Background: an optimization exercise with open tools, aiming at small area. Do not read the settings as production practice.
In this exercise RTL edits were held to simulation tests only and were not proved equivalent to the original.

== run A ==
## raster_core
module raster_core #(
  parameter int XW = 7,
  parameter int YW = 6,
  parameter int CW = 6,
  parameter int DW = 3
) (
  input  logic            clk,
  input  logic            rst_n,
  input  logic            frame_start_in,
  input  logic            px_valid_in,
  input  logic [XW-1:0]   px_x_in,
  input  logic [YW-1:0]   px_y_in,
  input  logic [CW-1:0]   bg_color_in,
  input  logic [2*CW-1:0] poly_color_in,
  input  logic [2*XW-1:0] v0_x_in,
  input  logic [2*XW-1:0] v1_x_in,
  input  logic [2*XW-1:0] v2_x_in,
  input  logic [2*YW-1:0] v0_y_in,
  input  logic [2*YW-1:0] v1_y_in,
  input  logic [2*YW-1:0] v2_y_in,
  input  logic [2*DW-1:0] poly_depth_in,
  input  logic            en_screen_in,
  input  logic [1:0]      poly_enable_in,
  output logic [CW-1:0]   color_out,
  output logic            color_valid_out
);
  logic [CW-1:0]   bg_q;
  logic [2*CW-1:0] pcol_q;
  logic            p1_first_q;    
  logic            en_q;
  logic [1:0]      pen_q;
  logic            setup_q;       
  logic            s1_setup;      
  logic            s1_blank, s2_blank;
  logic            s1_valid, s2_valid;
  logic [1:0]      hit, hit_q;
  always_ff @(posedge clk) begin
    if (frame_start_in) begin
      bg_q       <= bg_color_in;
  ...
Settings: LEC_CHECK=0, CAP_MARGIN=20, CORE_MARGIN=2, CORE_UTILIZATION=40, SLEW_MARGIN=20; clock period 8.0 ns.
standard.sh (not shown) runs the stock make flow with config.mk's settings and CLKGATE_MAP_FILE= SYNTH_SCRIPT=/design/flow/synth_recipe.tcl, a recipe that flattens the netlist after the stock synthesis.
==> flow/flow/run.sh <==
#!/bin/bash
# Standard layout, except that synthesis places the design's rc_fa / rc_ha adder
# cells directly as library full / half adders (flow/premap.tcl, run right after
# the design is read), instead of flattening them and re-extracting adders.
set -euo pipefail
bash standard.sh SYNTH_CANONICALIZE_TCL="$PWD/flow/premap.tcl" finish > standard.log 2>&1
==> flow/flow/fa_map.v <==
// Map the design's adder cells straight onto the library's adder cells.
module rc_fa (input a, b, c, output s, co);
  sky130_fd_sc_hd__fa_1 _TECHMAP_REPLACE_ (.A(a), .B(b), .CIN(c), .SUM(s), .COUT(co));
endmodule

module rc_ha (input a, b, output s, co);
  sky130_fd_sc_hd__ha_1 _TECHMAP_REPLACE_ (.A(a), .B(b), .SUM(s), .COUT(co));
endmodule
==> flow/flow/premap.tcl <==
# Run after the design is read: place the design's rc_fa / rc_ha adder cells
# as library full / half adders, so the rest of synthesis keeps them as they are.
techmap -map [file join [file dirname [info script]] fa_map.v] t:rc_fa t:rc_ha
Inputs modified between run A and run B:
==> flow/flow/run.sh <==
#!/bin/bash
# Standard layout, with these changes:
#  - synthesis places the design's rc_fa / rc_ha adder cells directly as library
#    full / half adders (flow/premap.tcl, run right after the design is read);
#  - synthesis keeps yosys's default Brent-Kung carry chains (SYNTH_OPERATIONS_ARGS
#    set, so the Kogge-Stone map is not added);
#  - every port still gets its buffer, a buf_1;
#  - clock tree options below.
set -euo pipefail
bash standard.sh SYNTH_CANONICALIZE_TCL="$PWD/flow/premap.tcl" \
  SYNTH_OPERATIONS_ARGS=-noshare \
  BUFFER_PORTS_ARGS="-buffer_cell sky130_fd_sc_hd__buf_1" \
  CTS_ARGS="-sink_clustering_enable -repair_clock_nets -buf_list sky130_fd_sc_hd__clkbuf_8 -dont_use_dummy_load" finish > standard.log 2>&1
==> comparison <==
- Summary of run B over run A: number of buffers and inverters on the critical path picked up an extra 1; setup clock skew after layout picked up an extra 0.033 ns; finished layout cell area lost 1400 sq um; first-iteration DRC count lost 8.1%.
- [compare] base=run A new=run B: non-clock buffer count went up by 15, die outline area went down by 1.6%.
- Compared with run A, run B shows a lower worst setup slack.
--- input diff run B..run C ---
# run B
export LEC_CHECK = 0
export CAP_MARGIN = 20
export CORE_MARGIN = 2
export CORE_UTILIZATION = 40
export SLEW_MARGIN = 20
create_clock -name core_clock -period 8.0 [get_ports {clk}]
# run C
export LEC_CHECK = 0
export CAP_MARGIN = 20
export CORE_MARGIN = 2
export CORE_UTILIZATION = 40
export GPL_TIMING_DRIVEN = 0
export SLEW_MARGIN = 20
create_clock -name core_clock -period 8.0 [get_ports {clk}]
[summary]
The pin count of the biggest net entering global routing reported for run C is smaller than that of run B by about 50%. Run C vs. run B: number of violations reported at the end of detailed-routing iteration 0 +about 13%, worst hold slack +0.012 ns, area of all placed cells without fillers +about 1.4%, global routing usage summed across all routing layers -0.82 points, count of buffers not belonging to the clock network in the layout +8.9%. Changes observed in run C relative to run B: share of the final layout cell area in sequential cells saw a decrease; worst setup slack saw a decrease. The final reports for run C and run B show clock skew lower in the former. In the metrics for run C and run B, the one carrying the higher count of nets after finishing is run C.
## Diff of input files: run D against run C
# run C
export LEC_CHECK = 0
export CAP_MARGIN = 20
export CORE_MARGIN = 2
export CORE_UTILIZATION = 40
export GPL_TIMING_DRIVEN = 0
export SLEW_MARGIN = 20
create_clock -name core_clock -period 8.0 [get_ports {clk}]
# run D
export LEC_CHECK = 0
export CAP_MARGIN = 20
export CORE_MARGIN = 2
export CORE_UTILIZATION = 60
export PLACE_DENSITY = 0.75
export SLEW_MARGIN = 20
create_clock -name core_clock -period 8.0 [get_ports {clk}]
--- a/flow/flow/run.sh
+++ b/flow/flow/run.sh
@@ -12,2 +12,2 @@
   BUFFER_PORTS_ARGS="-buffer_cell sky130_fd_sc_hd__buf_1" \
-  CTS_ARGS="-sink_clustering_enable -repair_clock_nets -buf_list sky130_fd_sc_hd__clkbuf_8 -dont_use_dummy_load" finish > standard.log 2>&1
+  CTS_ARGS="-sink_clustering_enable -repair_clock_nets -buf_list sky130_fd_sc_hd__clkbuf_8 -sink_clustering_size 30 -dont_use_dummy_load" finish > standard.log 2>&1
Notes after the runs:
Going from run C to run D, fraction of area in registers climbed 0.54 points, buffer count excluding the clock tree in the final layout dropped 23, worst slew margin relative to its limit dropped 6.1 points.
In run D, the count of placed standard cells in the final layout, fillers left out came out about 10% below the value in run C.
Compared with run C, run D shows a detailed-route wire length per cell that is about 8% higher.
The inputs of run E differ from those of run D as listed below.
--- a/flow/flow/run.sh
+++ b/flow/flow/run.sh
@@ -12,2 +12,2 @@
   BUFFER_PORTS_ARGS="-buffer_cell sky130_fd_sc_hd__buf_1" \
-  CTS_ARGS="-sink_clustering_enable -repair_clock_nets -buf_list sky130_fd_sc_hd__clkbuf_8 -sink_clustering_size 30 -dont_use_dummy_load" finish > standard.log 2>&1
+  CTS_ARGS="-sink_clustering_enable -repair_clock_nets -buf_list sky130_fd_sc_hd__clkbuf_8 -dont_use_dummy_load" finish > standard.log 2>&1
Notes after the runs:
- As far as sequential share of layout area goes, run D and run E are indistinguishable; the numbers are identical.
- From run E to run D, via count of the routed design did not move at all.
- On largest stage delay on the critical path, run D and run E are basically level.
- Reported for run D and run E, core utilization turned out identical to the last digit.
- From run D to run E, depth of the critical timing path with buffers and inverters included did not move at all.
The inputs of run F differ from those of run E as listed below.
# run E
export LEC_CHECK = 0
export CAP_MARGIN = 20
export CORE_MARGIN = 2
export CORE_UTILIZATION = 60
export PLACE_DENSITY = 0.75
export SLEW_MARGIN = 20
create_clock -name core_clock -period 8.0 [get_ports {clk}]
# run F
export LEC_CHECK = 0
export CAP_MARGIN = 20
export CORE_MARGIN = 2
export CORE_UTILIZATION = 50
export SLEW_MARGIN = 20
create_clock -name core_clock -period 8.0 [get_ports {clk}]
==> results.txt <==
Comparing run E and run F, die area is lower on run E. Summary — placer's final routability congestion estimate, run F relative to run E: lower, by 0.46%. Compared with run E, in run F number of detailed-route iterations in the first pass rose 2, number of diodes fell 1, final area rose about 0.43%. Run F vs. run E: number of nets in the layout about even, maximum number of pins on one net before global-route repair decreased about 6%.

[afterwards: timing with drivers on the ports]
The results above use ideal ports. As a check the final layouts listed here were re-extracted and re-timed, cells and wires unchanged.
Step 1, drivers: a clkbuf_16 drives clk and a buf_2 each remaining input, both assumed.
Step 2, shift: input delay + t, output delay - t, t = (earliest + latest rising clock arrival at the registers) / 2. This alone moves slack from input paths to output paths.
Three values: ideal ports, drivers, drivers and shift; two values: the first two.
| run | t, ns | setup slack, ns | worst hold slack (ns) | worst setup path after step 2 |
|---|---|---|---|---|
| run A | 0.504 | 0.630 / 0.630 / 0.630 | 0.335 / 0.335 / 0.335 | register to register |
| run B | 0.546 | 0.444 / 0.444 / 0.444 | 0.320 / 0.320 / 0.320 | register to register |
| run C | 0.540 | 0.231 / 0.231 / 0.231 | 0.332 / 0.332 / 0.332 | register to register |
| run D | 0.537 | 0.490 / 0.490 / 0.490 | 0.349 / 0.349 / 0.349 | register to register |
| run E | 0.537 | 0.490 / 0.490 / 0.490 | 0.349 / 0.349 / 0.349 | register to register |
| run F | 0.551 | 0.501 / 0.501 / 0.501 | 0.320 / 0.320 / 0.320 | register to register |
After both steps setup and hold are still met in every run listed.
